Source: an optimization exercise on an open RTL-to-GDS flow (aim: small area, a short achievable clock period and few clock cycles per item). Production flows keep margins and buffers that such runs may drop.
RTL that was checked went through simulation tests only; none was proved equivalent to the original.
No activity file was given, so power comes from the tool's default toggle rates.

==> job 1983 <==
==> flow/design.v (excerpt) <==
module image_moments_by_projections #(
  parameter int unsigned MAX_WIDTH  = DEF_MAX_WIDTH,
  parameter int unsigned MAX_HEIGHT = DEF_MAX_HEIGHT,
  parameter int unsigned PIXEL_BITS = DEF_PIXEL_BITS
) (
  input  logic                     clk_i,
  input  logic                     rst_ni,
  input  logic                     start,
  output logic                     busy,
  input  logic [PIX_PORT_BITS-1:0] pixel_i,
  input  logic                     cfg_we_i,
  input  logic [CFG_IDX_BITS-1:0]  cfg_idx_i,
  input  logic [CFG_BITS-1:0]      cfg_wdata_i,
  output logic                     valid_o,
  output logic [W_M00-1:0]         m00_o,
  output logic [W_M1-1:0]          m10_o,
  output logic [W_M1-1:0]          m01_o,
  output logic [W_M2-1:0]          m20_o,
  output logic [W_M11-1:0]         m11_o,
  output logic [W_M2-1:0]          m02_o,
  output logic [W_M3-1:0]          m30_o,
  output logic [W_M3-1:0]          m21_o,
  output logic [W_M3-1:0]          m12_o,
  output logic [W_M3-1:0]          m03_o
);
==> flow/config.mk <==
export PLATFORM = sky130hd
export DESIGN_NAME = image_moments_by_projections
export DESIGN_NICKNAME = image_moments_by_projections
export VERILOG_FILES = /design/flow/design.v
export SDC_FILE = /design/flow/constraint.sdc
export NUM_CORES = 4
export LEC_CHECK = 0
export CAP_MARGIN = 20
export CORE_MARGIN = 2
export CORE_UTILIZATION = 40
export CTS_BUF_LIST = sky130_fd_sc_hd__clkbuf_8
export CTS_CLUSTER_DIAMETER = 60
export CTS_CLUSTER_SIZE = 20
export PLACE_DENSITY = 0.6
export SETUP_SLACK_MARGIN = 5
export SLEW_MARGIN = 20
==> flow/constraint.sdc <==
create_clock -name core_clock -period 10.0 [get_ports {clk_i}]
set_input_delay 2.0000 -clock core_clock [delete_from_list [all_inputs] [get_ports {clk_i}]]
set_output_delay 2.0000 -clock core_clock [all_outputs]
set_load 0.01 [all_outputs]
standard.sh (not shown) runs the stock make flow with config.mk's settings and CLKGATE_MAP_FILE= SYNTH_SCRIPT=/design/flow/synth_recipe.tcl, a recipe that flattens the netlist after the stock synthesis.
==> flow/flow/run.sh <==
#!/bin/bash
# Standard layout (the standard.sh, all steps), with plain buffers
# (buf_1) on the ports instead of the delay buffers buffer_ports picks by
# default. The full make output is kept in standard.log.
set -euo pipefail
export BUFFER_PORTS_ARGS="-buffer_cell sky130_fd_sc_hd__buf_1"
bash standard.sh finish > standard.log 2>&1
==> job 580: changes against job 1983 <==
--- a/flow/design.v
+++ b/flow/design.v
@@ -42,17 +42,18 @@
 `default_nettype none
 module imbp_dca #(
   parameter int unsigned W = 56,
   parameter int unsigned K = 8
 ) (
   input  logic         clk_i,
   input  logic         clr,
   input  logic [W-1:0] op,
-  output logic [W-1:0] s_q
+  output logic [W-1:0] s_q,
+  output logic         cp       
 );
   localparam int unsigned N = (W + K - 1) / K;
   logic [W-1:0] x, sum;
   logic [W:0]   c;
   logic [N-1:0] cq;
   assign x = s_q;
   for (genvar i = 0; i < W; i++) begin : g_bit
     if (i % K == 0) begin : g_cin
@@ -65,28 +66,34 @@
     assign sum[i] = x[i] ^ op[i] ^ c[i];
     if ((i + 1) % K != 0 && i != W - 1) begin : g_ripple
       assign c[i+1] = (x[i] & op[i]) | (c[i] & (x[i] ^ op[i]));
     end else if (i != W - 1) begin : g_cout
       always_ff @(posedge clk_i) cq[i/K] <= ((x[i] & op[i]) | (c[i] & (x[i] ^ op[i]))) & ~clr;
     end
   end
   always_ff @(posedge clk_i) s_q <= sum & {W{~clr}};
+  if (N > 1) begin : g_cp
+    assign cp = |cq[N-2:0];
+  end else begin : g_nocp
+    assign cp = 1'b0;
+  end
 endmodule
 `default_nettype wire
 `default_nettype none
 module imbp_dca3 #(
   parameter int unsigned W = 56,
   parameter int unsigned K = 8
 ) (
   input  logic         clk_i,
   input  logic         clr,
   input  logic [W-1:0] a,
   input  logic [W-1:0] b,
-  output logic [W-1:0] s_q
+  output logic [W-1:0] s_q,
+  output logic         cp       
 );
   localparam int unsigned N = (W + K - 1) / K;
   logic [W-1:0] x, ss, cc, sum;
   logic [W:0]   c;
   logic [N-1:0] cq;
   assign x  = s_q;
   assign ss = x ^ a ^ b;
   assign cc = {(x[W-2:0] & a[W-2:0]) | (x[W-2:0] & b[W-2:0]) | (a[W-2:0] & b[W-2:0]), 1'b0};
@@ -101,16 +108,21 @@
     assign sum[i] = ss[i] ^ cc[i] ^ c[i];
     if ((i + 1) % K != 0 && i != W - 1) begin : g_ripple
       assign c[i+1] = (ss[i] & cc[i]) | (c[i] & (ss[i] ^ cc[i]));
     end else if (i != W - 1) begin : g_cout
       always_ff @(posedge clk_i) cq[i/K] <= ((ss[i] & cc[i]) | (c[i] & (ss[i] ^ cc[i]))) & ~clr;
     end
   end
   always_ff @(posedge clk_i) s_q <= sum & {W{~clr}};
+  if (N > 1) begin : g_cp
+    assign cp = |cq[N-2:0];
+  end else begin : g_nocp
+    assign cp = 1'b0;
+  end
 endmodule
 `default_nettype wire
 `default_nettype none
 module imbp_ppcsa #(
   parameter int unsigned XW = 30
 ) (
   input  logic [7:0]      p,
   input  logic [XW-1:0]   x,
@@ -167,18 +179,17 @@
   output logic [W_M2-1:0]          m02_o,
   output logic [W_M3-1:0]          m30_o,
   output logic [W_M3-1:0]          m21_o,
   output logic [W_M3-1:0]          m12_o,
   output logic [W_M3-1:0]          m03_o
 );
   localparam int unsigned CK0   = 6;
   localparam int unsigned CK3   = 5;
-  localparam int unsigned CKE   = 4;
-  localparam int unsigned FLUSH = (W_M3 + CKE - 1) / CKE - 1;
+  localparam int unsigned CKE   = 3;
   function automatic logic [9:0] eff_m1(input logic [10:0] v);
     if (v == 11'd0)            eff_m1 = 10'd0;
     else if (v >= 11'd1024)    eff_m1 = 10'd1023;
     else                       eff_m1 = 10'(v - 11'd1);
   endfunction
   logic [9:0] wm1_q, hm1_q;
   logic       cfg_hit;
   assign cfg_hit = cfg_we_i && (cfg_idx_i == REG_IMAGE_WIDTH || cfg_idx_i == REG_IMAGE_HEIGHT);
@@ -304,28 +315,32 @@
   logic [17:0] r0_q, r0_n;
   logic [27:0] r1_q, r1_n;
   logic [36:0] r2_q, r2_n;
   logic [W_M00-1:0] b00_q;
   logic [W_M1-1:0]  b10_q;
   logic [W_M2-1:0]  b20_q;
   logic [W_M3-1:0]  b30_q;
   logic bclr_q;
+  logic cp_b00, cp_b10, cp_b20, cp_b30, cp_b01, cp_b02, cp_b03, cp_b11, cp_b12, cp_b21;
+  logic cpend, fw_q, vfire;
+  assign cpend = cp_b00 | cp_b10 | cp_b20 | cp_b30 | cp_b01 | cp_b02 | cp_b03 |
+                 cp_b11 | cp_b12 | cp_b21;
   assign r0_n = r0_q + 18'(p0_q);
   assign r1_n = r1_q + 28'(p1s_q) + 28'(p1c_q);
   assign r2_n = r2_q + 37'(p2s_q) + 37'(p2c_q);
   always_ff @(posedge clk_i) begin
     r0_q <= s1_rf ? 18'd0 : r0_n;
     r1_q <= s1_rf ? 28'd0 : r1_n;
     r2_q <= s1_rf ? 37'd0 : r2_n;
   end
-  imbp_dca  #(.W(W_M00), .K(CK0)) u_b00 (.clk_i, .clr(bclr_q), .op(W_M00'(p0_q)), .s_q(b00_q));
-  imbp_dca3 #(.W(W_M1),  .K(CK3)) u_b10 (.clk_i, .clr(bclr_q), .a(W_M1'(p1s_q)), .b(W_M1'(p1c_q)), .s_q(b10_q));
-  imbp_dca3 #(.W(W_M2),  .K(CK3)) u_b20 (.clk_i, .clr(bclr_q), .a(W_M2'(p2s_q)), .b(W_M2'(p2c_q)), .s_q(b20_q));
-  imbp_dca3 #(.W(W_M3),  .K(CK3)) u_b30 (.clk_i, .clr(bclr_q), .a(W_M3'(p3s_q)), .b(W_M3'(p3c_q)), .s_q(b30_q));
+  imbp_dca  #(.W(W_M00), .K(CK0)) u_b00 (.clk_i, .clr(bclr_q), .op(W_M00'(p0_q)), .s_q(b00_q), .cp(cp_b00));
+  imbp_dca3 #(.W(W_M1),  .K(CK3)) u_b10 (.clk_i, .clr(bclr_q), .a(W_M1'(p1s_q)), .b(W_M1'(p1c_q)), .s_q(b10_q), .cp(cp_b10));
+  imbp_dca3 #(.W(W_M2),  .K(CK3)) u_b20 (.clk_i, .clr(bclr_q), .a(W_M2'(p2s_q)), .b(W_M2'(p2c_q)), .s_q(b20_q), .cp(cp_b20));
+  imbp_dca3 #(.W(W_M3),  .K(CK3)) u_b30 (.clk_i, .clr(bclr_q), .a(W_M3'(p3s_q)), .b(W_M3'(p3c_q)), .s_q(b30_q), .cp(cp_b30));
   logic        load;
   logic [5:0]  rem_q, rem_d;        
   logic        e1_q, e2_q, e3_q;    
   logic        qfl_q;
   logic        b1_n, b2_n, b3_n;
   logic [46:0] q0_q;
   logic [46:0] q1_q;
   logic [45:0] q2_q;
@@ -333,22 +348,23 @@
   logic [9:0]  ys_q;                
   logic [9:0]  a2_q, a3_q, a2_n, a3_n;
   logic [10:0] t2, t3;
   logic [5:0]  steps_n;
   logic        act, last_step;
   assign load      = s2_rl;
   assign act       = (rem_q != 6'd0);
   assign last_step = (rem_q == 6'd1);
+  assign vfire     = fw_q && !cpend;
   assign y_n       = s2_y0 ? 10'd0 : y_q + 10'd1;
   function automatic logic [5:0] nsteps(input logic [9:0] y);
     nsteps = 6'd1;
     for (int i = 0; i < 10; i++) if (y[i]) nsteps = 6'(3 * (i + 1));
   endfunction
-  assign steps_n = nsteps(y_n) + (s2_fl ? 6'(FLUSH) : 6'd0);
+  assign steps_n = nsteps(y_n);
   always_comb begin
     if (load)     rem_d = steps_n;
     else if (act) rem_d = rem_q - 6'd1;
     else          rem_d = rem_q;
   end
   always_comb begin
     if (load) begin
       b1_n = y_n[0];
@@ -368,23 +384,25 @@
       a3_n = t3[10:1];
     end
   end
   always_ff @(posedge clk_i or negedge rst_ni) begin
     if (!rst_ni) begin
       rem_q   <= '0;
       valid_o <= 1'b0;
       bclr_q  <= 1'b1;
+      fw_q    <= 1'b0;
       e1_q    <= 1'b0;
       e2_q    <= 1'b0;
       e3_q    <= 1'b0;
     end else begin
       rem_q   <= rem_d;
-      valid_o <= last_step && qfl_q;
-      bclr_q  <= last_step && qfl_q;
+      fw_q    <= (fw_q && !vfire) || (last_step && qfl_q);
+      valid_o <= vfire;
+      bclr_q  <= vfire;
       e1_q    <= (load || rem_q > 6'd1) && b1_n;
       e2_q    <= (load || rem_q > 6'd1) && b2_n;
       e3_q    <= (load || rem_q > 6'd1) && b3_n;
     end
   end
   always_ff @(posedge clk_i) begin
     a2_q <= a2_n;
     a3_q <= a3_n;
@@ -403,30 +421,30 @@
     end
   end
   logic [W_M1-1:0]  b01_q;
   logic [W_M2-1:0]  b02_q;
   logic [W_M3-1:0]  b03_q;
   logic [W_M11-1:0] b11_q;
   logic [W_M3-1:0]  b12_q;
   logic [W_M3-1:0]  b21_q;
-  imbp_dca #(.W(W_M1),  .K(CKE)) u_b01 (.clk_i, .clr(bclr_q), .op(e1_q ? W_M1'(q0_q)  : '0), .s_q(b01_q));
-  imbp_dca #(.W(W_M2),  .K(CKE)) u_b02 (.clk_i, .clr(bclr_q), .op(e2_q ? W_M2'(q0_q)  : '0), .s_q(b02_q));
-  imbp_dca #(.W(W_M3),  .K(CKE)) u_b03 (.clk_i, .clr(bclr_q), .op(e3_q ? W_M3'(q0_q)  : '0), .s_q(b03_q));
-  imbp_dca #(.W(W_M11), .K(CKE)) u_b11 (.clk_i, .clr(bclr_q), .op(e1_q ? W_M11'(q1_q) : '0), .s_q(b11_q));
-  imbp_dca #(.W(W_M3),  .K(CKE)) u_b12 (.clk_i, .clr(bclr_q), .op(e2_q ? W_M3'(q1_q)  : '0), .s_q(b12_q));
-  imbp_dca #(.W(W_M3),  .K(CKE)) u_b21 (.clk_i, .clr(bclr_q), .op(e1_q ? W_M3'(q2_q)  : '0), .s_q(b21_q));
-  logic inf_base, gt4, gt2, busy_acc, busy_noacc, busy_d;
+  imbp_dca #(.W(W_M1),  .K(CKE)) u_b01 (.clk_i, .clr(bclr_q), .op(e1_q ? W_M1'(q0_q)  : '0), .s_q(b01_q), .cp(cp_b01));
+  imbp_dca #(.W(W_M2),  .K(CKE)) u_b02 (.clk_i, .clr(bclr_q), .op(e2_q ? W_M2'(q0_q)  : '0), .s_q(b02_q), .cp(cp_b02));
+  imbp_dca #(.W(W_M3),  .K(CKE)) u_b03 (.clk_i, .clr(bclr_q), .op(e3_q ? W_M3'(q0_q)  : '0), .s_q(b03_q), .cp(cp_b03));
+  imbp_dca #(.W(W_M11), .K(CKE)) u_b11 (.clk_i, .clr(bclr_q), .op(e1_q ? W_M11'(q1_q) : '0), .s_q(b11_q), .cp(cp_b11));
+  imbp_dca #(.W(W_M3),  .K(CKE)) u_b12 (.clk_i, .clr(bclr_q), .op(e2_q ? W_M3'(q1_q)  : '0), .s_q(b12_q), .cp(cp_b12));
+  imbp_dca #(.W(W_M3),  .K(CKE)) u_b21 (.clk_i, .clr(bclr_q), .op(e1_q ? W_M3'(q2_q)  : '0), .s_q(b21_q), .cp(cp_b21));
+  logic inf_base, gt4, gt0, busy_acc, busy_noacc, busy_d;
   assign inf_base   = s0_rl || s1_rl;
-  assign gt4        = load ? (s2_fl || (!s2_y0 && y_q != 10'd0)) : (rem_q > 6'd5);
-  assign gt2        = load ? (s2_fl || !s2_y0) : (rem_q > 6'd3);
+  assign gt4        = load ? (!s2_y0 && y_q != 10'd0) : (rem_q > 6'd5);
+  assign gt0        = load || rem_q > 6'd1 || (fw_q && !vfire) || (last_step && qfl_q);
   assign busy_acc   = (rl_after && (rl_now || inf_base || gt4)) ||
-                      (ff_after && (rl_now || inf_base || gt2));
+                      (ff_after && (rl_now || inf_base || gt0));
   assign busy_noacc = (rl_now && (inf_base || gt4)) ||
-                      (ff_now && (inf_base || gt2));
+                      (ff_now && (inf_base || gt0));
   assign busy_d     = cfg_hit || (accept ? busy_acc : busy_noacc);
   always_ff @(posedge clk_i or negedge rst_ni) begin
     if (!rst_ni) busy <= 1'b1;
     else         busy <= busy_d;
   end
   assign m00_o = b00_q;
   assign m10_o = b10_q;
   assign m01_o = b01_q;
Settings changed: CORE_UTILIZATION 40 to 70, CTS_CLUSTER_DIAMETER 60 to 50, CTS_CLUSTER_SIZE 20 to 16, PLACE_DENSITY 0.6 to 0.8.
==> job 2699: changes against job 1983 <==
Settings changed: CTS_CLUSTER_DIAMETER 60 to 50, CTS_CLUSTER_SIZE 20 to 16.
==> comparison table <==
Outcome: job 2699 finished clean; job 1983 finished clean; job 580 finished clean
Sequential power: job 2699 0.00745 W; job 1983 0.00745 W; job 580 0.00777 W
P&R area growth vs syn: job 2699 10.9%; job 1983 10.3%; job 580 8.44%
Total wire length after detailed routing: job 2699 151000 um; job 1983 151000 um; job 580 153000 um
Data arrival time at the worst-slack endpoint: job 2699 1.82 ns; job 1983 1.73 ns; job 580 4.58 ns
Syn avg cell area: job 2699 10.2 um^2; job 1983 10.2 um^2; job 580 10.1 um^2
Starting DRC count in detailed routing: job 2699 2205; job 1983 2253; job 580 3277
Sequential cells: job 2699 1161; job 1983 1161; job 580 1188
Startpoint of the lowest-slack hold path: job 2699 s1_y0$_DFF_P_; job 1983 s1_y0$_DFF_P_; job 580 s0_p[0]$_DFF_PN0_
CLK BUF: job 2699 151; job 1983 121; job 580 142
Multi-input combinational cell count: job 2699 3990; job 1983 3990; job 580 4007
Clock Latency Late Sink: job 2699 0.95 ns; job 1983 0.90 ns; job 580 0.84 ns
Average vias per placed instance: job 2699 4.68; job 1983 4.69; job 580 5.37
Clock-pin slew on the worst setup and hold paths: job 2699 0.10 ns; job 1983 0.10 ns; job 580 0.09 ns
Peak per-stage delay on the critical path: job 2699 0.59 ns; job 1983 0.60 ns; job 580 0.94 ns
Met2 WL post-DR: job 2699 68300 um; job 1983 68200 um; job 580 73700 um
Library cells used by synthesis: job 2699 97; job 1983 97; job 580 78
Worst Hold Slack: job 2699 0.336 ns; job 1983 0.335 ns; job 580 0.331 ns
Grt met2 use: job 2699 28.9%; job 1983 29.0%; job 580 53.3%
Post-synthesis share of cell area spent on full adders, half adders and majority gates: job 2699 29.7%; job 1983 29.7%; job 580 29.4%
Pwr/cell area: job 2699 288 nW/um^2; job 1983 285 nW/um^2; job 580 293 nW/um^2
Int Pwr: job 2699 0.0122 W; job 1983 0.0118 W; job 580 0.0122 W
Leakage component of the power: job 2699 32.3 nW; job 1983 32.0 nW; job 580 32.8 nW
Pin count of the biggest net entering global routing: job 2699 212; job 1983 212; job 580 229
Chip Height: job 2699 410 um; job 1983 410 um; job 580 312 um
H-Tree Level Count: job 2699 4; job 1983 3; job 580 4
Testbench counts of job 1983, summed over its fixed seeds: cycles 40,230, pixels 39,465.
Testbench counts of job 2699, summed over its fixed seeds: cycles 40,230, pixels 39,465.
Function not checked in job 580: the RTL went through the layout flow alone.

## re-timing with driven ports
How much do the figures lean on ideal ports? The routed layouts below were timed once more, with nothing changed but the port constraints. Step 1 assumes that a clkbuf_16 drives the clock port and a buf_2 every other input. Step 2 adds t to the input delays and takes it off the output delays; t is the mean of the earliest and latest rising clock arrival at the registers after step 1. Input paths then give back, and output paths get back, about the clock's delay inside the block. a / b / c = ideal / step 1 / step 2; a / b = the first two.
run | t, ns | slack for setup (ns) | worst setup path at the end
job 1983 | 0.928 | 6.269 / 6.191 / 6.144 | input to register
job 580 | 0.884 | 6.093 / 6.093 / 6.093 | register to register
job 2699 | 0.981 | 6.180 / 6.104 / 6.196 | input to register
After both steps every run listed still meets setup and hold. The setup slack of job 1983, which loses most, moves by -0.078 ns with the drivers and by -0.125 ns with both steps.
